What follows belongs to an exercise in optimizing a design on an open flow for small area and a short achievable clock period; a production flow would make more cautious choices. Only simulation tests tie the RTL to the original design; equivalence was not proved. No activity file was given, so power comes from the tool's default toggle rates.

==> flow/design.v <==
module pcmNand2 (
    input  logic a, b,
    output logic y
);
    assign y = !(a && b);
endmodule
module pcmAnd3 (
    input  logic a, b, c,
    output logic y
);
    assign y = a && b && c;
endmodule
module pcmAnd4 (
    input  logic a, b, c, d,
    output logic y
);
    assign y = a && b && c && d;
endmodule
module pcmAo22 (
    input  logic a1, a2, b1, b2,
    output logic y
);
    assign y = (a1 && a2) || (b1 && b2);
endmodule
module pcmMux2i (
    input  logic a0, a1, s,
    output logic y
);
    assign y = !(s ? a1 : a0);
endmodule
module pcmAo22Hold (
    input  logic a1, a2, b1, b2,
    output logic y
);
    assign y = (a1 && a2) || (b1 && b2);
endmodule
module pcmAoi222 (
    input  logic a1, a2, b1, b2, c1, c2,
    output logic y
);
    assign y = !((a1 && a2) || (b1 && b2) || (c1 && c2));
endmodule
module pcmNand3 (
    input  logic a, b, c,
    output logic y
);
    assign y = !(a && b && c);
endmodule
module portalChannelFifo #(
    parameter int WIDTH = 32,
    parameter bit INV   = 1'b0    
) (
    input  logic             CLK,
    input  logic             RST_N,
    input  logic [WIDTH-1:0] enqData,
    input  logic             enq,
    input  logic             deq,
    output logic [WIDTH-1:0] first,
    output logic             notEmpty,
    output logic             notFull,
    output logic             full
);
    logic [WIDTH-1:0] head, headNext, inData;
    logic [WIDTH-1:0] buffer  [7];
    logic [WIDTH-1:0] bufNext [7];
    logic [7:0]       occ;
    logic             doEnq, doDeq, up, dn;
    logic             headLoad, headFromIn, bufShift, bufHold;
    logic [6:0]       rdSel;
    logic [8:0]       hSel;      
    assign notEmpty = occ[0];
    assign notFull  = !occ[7];
    assign full     = occ[7];
    assign first    = head;
    assign inData   = INV ? ~enqData : enqData;
    assign doEnq = enq && !occ[7];
    assign doDeq = deq && occ[0];
    assign up    = doEnq && !doDeq;
    assign dn    = doDeq && !doEnq;
    assign headFromIn = !occ[1] && (!occ[0] || deq);
    assign headLoad   = (doEnq && headFromIn) || (doDeq && occ[1]);
    assign bufShift   = doEnq && !headFromIn;
    assign bufHold    = !bufShift;
    for (genvar k = 0; k < 6; k++) begin : gSel
        assign rdSel[k] = occ[k+1] && !occ[k+2];
    end
    assign rdSel[6] = occ[7];
    for (genvar k = 0; k < 7; k++) begin : gHSel
        assign hSel[k] = headLoad && rdSel[k];
    end
    assign hSel[7] = headLoad && !occ[1];
    assign hSel[8] = !headLoad;
    for (genvar b = 0; b < WIDTH; b++) begin : gBit
        logic [2:0] t;
        pcmAoi222 uT0 (
            .a1(hSel[0]), .a2(buffer[0][b]), .b1(hSel[1]), .b2(buffer[1][b]),
            .c1(hSel[2]), .c2(buffer[2][b]), .y(t[0])
        );
        pcmAoi222 uT1 (
            .a1(hSel[3]), .a2(buffer[3][b]), .b1(hSel[4]), .b2(buffer[4][b]),
            .c1(hSel[5]), .c2(buffer[5][b]), .y(t[1])
        );
        pcmAoi222 uT2 (
            .a1(hSel[6]), .a2(buffer[6][b]), .b1(hSel[7]), .b2(inData[b]),
            .c1(hSel[8]), .c2(head[b]), .y(t[2])
        );
        pcmNand3 uHead (.a(t[0]), .b(t[1]), .c(t[2]), .y(headNext[b]));
        for (genvar k = 0; k < 7; k++) begin : gBuf
            pcmAo22Hold uHold (
                .a1(bufShift), .a2(k == 0 ? inData[b] : buffer[k-1][b]),
                .b1(bufHold),  .b2(buffer[k][b]),
                .y (bufNext[k][b])
            );
        end
    end
    always_ff @(posedge CLK) begin
        head <= headNext;
        for (int k = 0; k < 7; k++) buffer[k] <= bufNext[k];
    end
    always_ff @(posedge CLK or negedge RST_N) begin
        if (!RST_N)
            occ <= '0;
        else if (up)
            occ <= {occ[6:0], 1'b1};
        else if (dn)
            occ <= {1'b0, occ[7:1]};
    end
endmodule
module portal_channel_mux #(
    parameter int WIDTH = 32,
    parameter int NREQ  = 3,
    parameter int NIND  = 2,
    parameter int DEPTH = 8,
    parameter int SELW  = 2
) (
    input  logic                  CLK,
    input  logic                  RST_N,
    input  logic [WIDTH-1:0]      request_v,
    input  logic                  EN_request,
    input  logic [SELW-1:0]       select_request,
    output logic                  RDY_request,
    output logic                  request_not_full,
    output logic [WIDTH-1:0]      indication_data,
    input  logic                  EN_indication,
    input  logic [SELW-1:0]       select_indication,
    output logic                  RDY_indication,
    output logic                  indication_not_empty,
    input  logic [NIND-1:0]       ind_intr_mask,
    output logic [31:0]           ind_intr_channel,
    output logic [15:0]           drop_count,
    output logic [NREQ*WIDTH-1:0] req_first,
    output logic [NREQ-1:0]       req_valid,
    input  logic [NREQ-1:0]       req_deq,
    input  logic [NIND*WIDTH-1:0] ind_enq_v,
    input  logic [NIND-1:0]       ind_enq,
    output logic [NIND-1:0]       ind_not_full
);
    logic [NREQ-1:0][WIDTH-1:0] reqFirst;
    logic [NREQ-1:0]            reqNotEmpty, reqNotFull, reqFull, reqEnq;
    logic [NIND-1:0][WIDTH-1:0] indFirst;
    logic [NIND-1:0]            indNotEmpty, indNotFull, indDeq;
    logic        reqDrop;
    logic        indSelNotEmpty, indDrop;
    logic [15:0] dropCount;
    logic [1:0]  intrChannel;
    for (genvar i = 0; i < NREQ; i++) begin : gReq
        portalChannelFifo #(.WIDTH(WIDTH)) uFifo (
            .CLK      (CLK),
            .RST_N    (RST_N),
            .enqData  (request_v),
            .enq      (reqEnq[i]),
            .deq      (req_deq[i]),
            .first    (reqFirst[i]),
            .notEmpty (reqNotEmpty[i]),
            .notFull  (reqNotFull[i]),
            .full     (reqFull[i])
        );
        assign reqEnq[i] = EN_request && (select_request == SELW'(i));
    end
    for (genvar i = 0; i < NIND; i++) begin : gInd
        portalChannelFifo #(.WIDTH(WIDTH), .INV(1'b1)) uFifo (
            .CLK      (CLK),
            .RST_N    (RST_N),
            .enqData  (ind_enq_v[i*WIDTH +: WIDTH]),
            .enq      (ind_enq[i]),
            .deq      (indDeq[i]),
            .first    (indFirst[i]),
            .notEmpty (indNotEmpty[i]),
            .notFull  (indNotFull[i]),
            .full     ()
        );
        assign indDeq[i] = EN_indication && (select_indication == SELW'(i));
    end
    assign req_first    = reqFirst;
    assign req_valid    = reqNotEmpty;
    assign ind_not_full = indNotFull;
    logic [2:0] reqDec;
    logic       reqNotSink;
    assign reqDec[0]  = !select_request[1] && !select_request[0];
    assign reqDec[1]  = !select_request[1] &&  select_request[0];
    assign reqDec[2]  =  select_request[1] && !select_request[0];
    assign reqNotSink = !(select_request[1] && select_request[0]);
    logic [2:0] reqHold;
    for (genvar i = 0; i < NREQ; i++) begin : gReqHold
        pcmNand2 uHold (.a(reqDec[i]), .b(reqFull[i]), .y(reqHold[i]));
    end
    pcmAnd3 uRdyReq (.a(reqHold[0]), .b(reqHold[1]), .c(reqHold[2]), .y(RDY_request));
    pcmAnd4 uReqNotFull (
        .a(reqHold[0]), .b(reqHold[1]), .c(reqHold[2]), .d(reqNotSink),
        .y(request_not_full)
    );
    assign reqDrop = EN_request && !request_not_full;
    logic [1:0] indDec;
    assign indDec[0] = !select_indication[1] && !select_indication[0];
    assign indDec[1] = !select_indication[1] &&  select_indication[0];
    pcmAo22 uRdyInd (
        .a1(indDec[0]), .a2(indNotEmpty[0]),
        .b1(indDec[1]), .b2(indNotEmpty[1]),
        .y (indSelNotEmpty)
    );
    for (genvar b = 0; b < WIDTH; b++) begin : gIndData
        pcmMux2i uMux (
            .a0(indFirst[0][b]), .a1(indFirst[1][b]), .s(select_indication[0]),
            .y (indication_data[b])
        );
    end
    assign RDY_indication       = indSelNotEmpty;
    assign indication_not_empty = indSelNotEmpty;
    assign indDrop              = EN_indication && !indSelNotEmpty;
    always_ff @(posedge CLK or negedge RST_N) begin
        if (!RST_N)
            dropCount <= '0;
        else if ((reqDrop || indDrop) && (dropCount != 16'hFFFF))
            dropCount <= dropCount + 16'd1;
    end
    assign drop_count = dropCount;
    always_ff @(posedge CLK or negedge RST_N) begin
        if (!RST_N) begin
            intrChannel <= '0;
        end else begin
            intrChannel[0] <= indNotEmpty[0] && ind_intr_mask[0];
            intrChannel[1] <= !(indNotEmpty[0] && ind_intr_mask[0]) &&
                              indNotEmpty[1] && ind_intr_mask[1];
        end
    end
    assign ind_intr_channel = {30'd0, intrChannel};
endmodule
export LEC_CHECK = 0
export CAP_MARGIN = 20
export CORE_MARGIN = 2
export CORE_UTILIZATION = 40
export CTS_CLUSTER_DIAMETER = 80
export CTS_CLUSTER_SIZE = 28
export PLACE_DENSITY = 0.6
export SETUP_SLACK_MARGIN = 2.0
export SLEW_MARGIN = 20
export SYNTH_HIERARCHICAL = 1
export SYNTH_MINIMUM_KEEP_SIZE = 0
create_clock -name core_clock -period 4.2 [get_ports {CLK}]
standard.sh (not shown) runs the stock make flow with config.mk's settings and CLKGATE_MAP_FILE= SYNTH_SCRIPT=/design/flow/synth_recipe.tcl, a recipe that flattens the netlist after the stock synthesis.
==> flow/flow/run.sh <==
#!/bin/bash
# Standard ORFS layout (the standard.sh) with two changes:
#  - port buffers are plain buf_2 cells instead of the resizer's default pick;
#  - CTS inserts no dummy balancing loads.
# Each ORFS step writes its full log under orfs/logs; make's own output goes to standard.log.
export BUFFER_PORTS_ARGS="-buffer_cell sky130_fd_sc_hd__buf_2"
export CTS_ARGS="-sink_clustering_enable -repair_clock_nets -sink_clustering_size 28 -sink_clustering_max_diameter 80 -dont_use_dummy_load"
bash standard.sh > standard.log 2>&1
Then changed:
CORE_UTILIZATION = 60   (was 40)
PLACE_DENSITY = 0.7   (was 0.6)
=> The changed run completed without violations; register-to-register slack barely changes; count of clock-buffer cells in the layout fell by 4; sequential share of layout area rose by 0.19 points; power barely changes; first-iteration DRC count rose by about a fifth; wire length fell slightly.
Then changed:
CORE_UTILIZATION = 40   (was 60)
PLACE_DENSITY = 0.6   (was 0.7)
SETUP_SLACK_MARGIN = 1.7   (was 2.0)
Result: The new run produced a clean layout. Power shrinks slightly. Design area went down by a few percent. Global-route usage drops by 11 points. Combinational power drops by a little under a tenth. Via count decreases by a few percent. Clock power climbs by a few percent. Sequential cell count stays the same.
Then changed:
SETUP_SLACK_MARGIN = 1.35   (was 1.7)
Result:
- cell count stays flat
- die area is unchanged
- cell area shrinks slightly
- core utilization went down by 0.27 points
- combinational power drops slightly
- setup slack is worse by 280 ps
- routed wire length went down slightly
- power came out lower slightly
- sequential cell count is unchanged
- first-iteration DRC count decreases by a few percent
- global-route usage is lower by 0.15 points

## re-timing with driven ports
Ports are ideal in the flow. The routed layouts listed here were re-timed in OpenROAD.
Step 1 assumes that a clkbuf_16 drives the clock port and a buf_2 every other input.
Step 2 adds t to the input delays and takes it off the output delays; t is the mean of the earliest and latest rising clock arrival at the registers after step 1. Input paths then give back, and output paths get back, about the clock's delay inside the block.
Three values: ideal ports, drivers, drivers and shift; two values: the first two.
run | t, ns | setup slack, ns | hold slack, ns | worst setup path at the end | worst data-port slew with drivers (ns)
the first run | 0.742 | 1.709 / 1.499 / 1.092 | 0.179 / 0.124 / 0.428 | input to register | 0.22
the second run | 0.715 | 1.719 / 1.632 / 1.203 | 0.160 / 0.113 / 0.467 | input to register | 0.10
the third run | 0.740 | 1.679 / 1.486 / 1.037 | 0.172 / 0.118 / 0.430 | input to register | 0.20
the fourth run | 0.740 | 1.397 / 1.258 / 0.710 | 0.171 / 0.117 / 0.429 | input to register | 0.16
After both steps setup and hold are still met in every run listed. The setup slack of the fourth run, which loses most, moves by -0.139 ns with the drivers and by -0.687 ns with both steps.
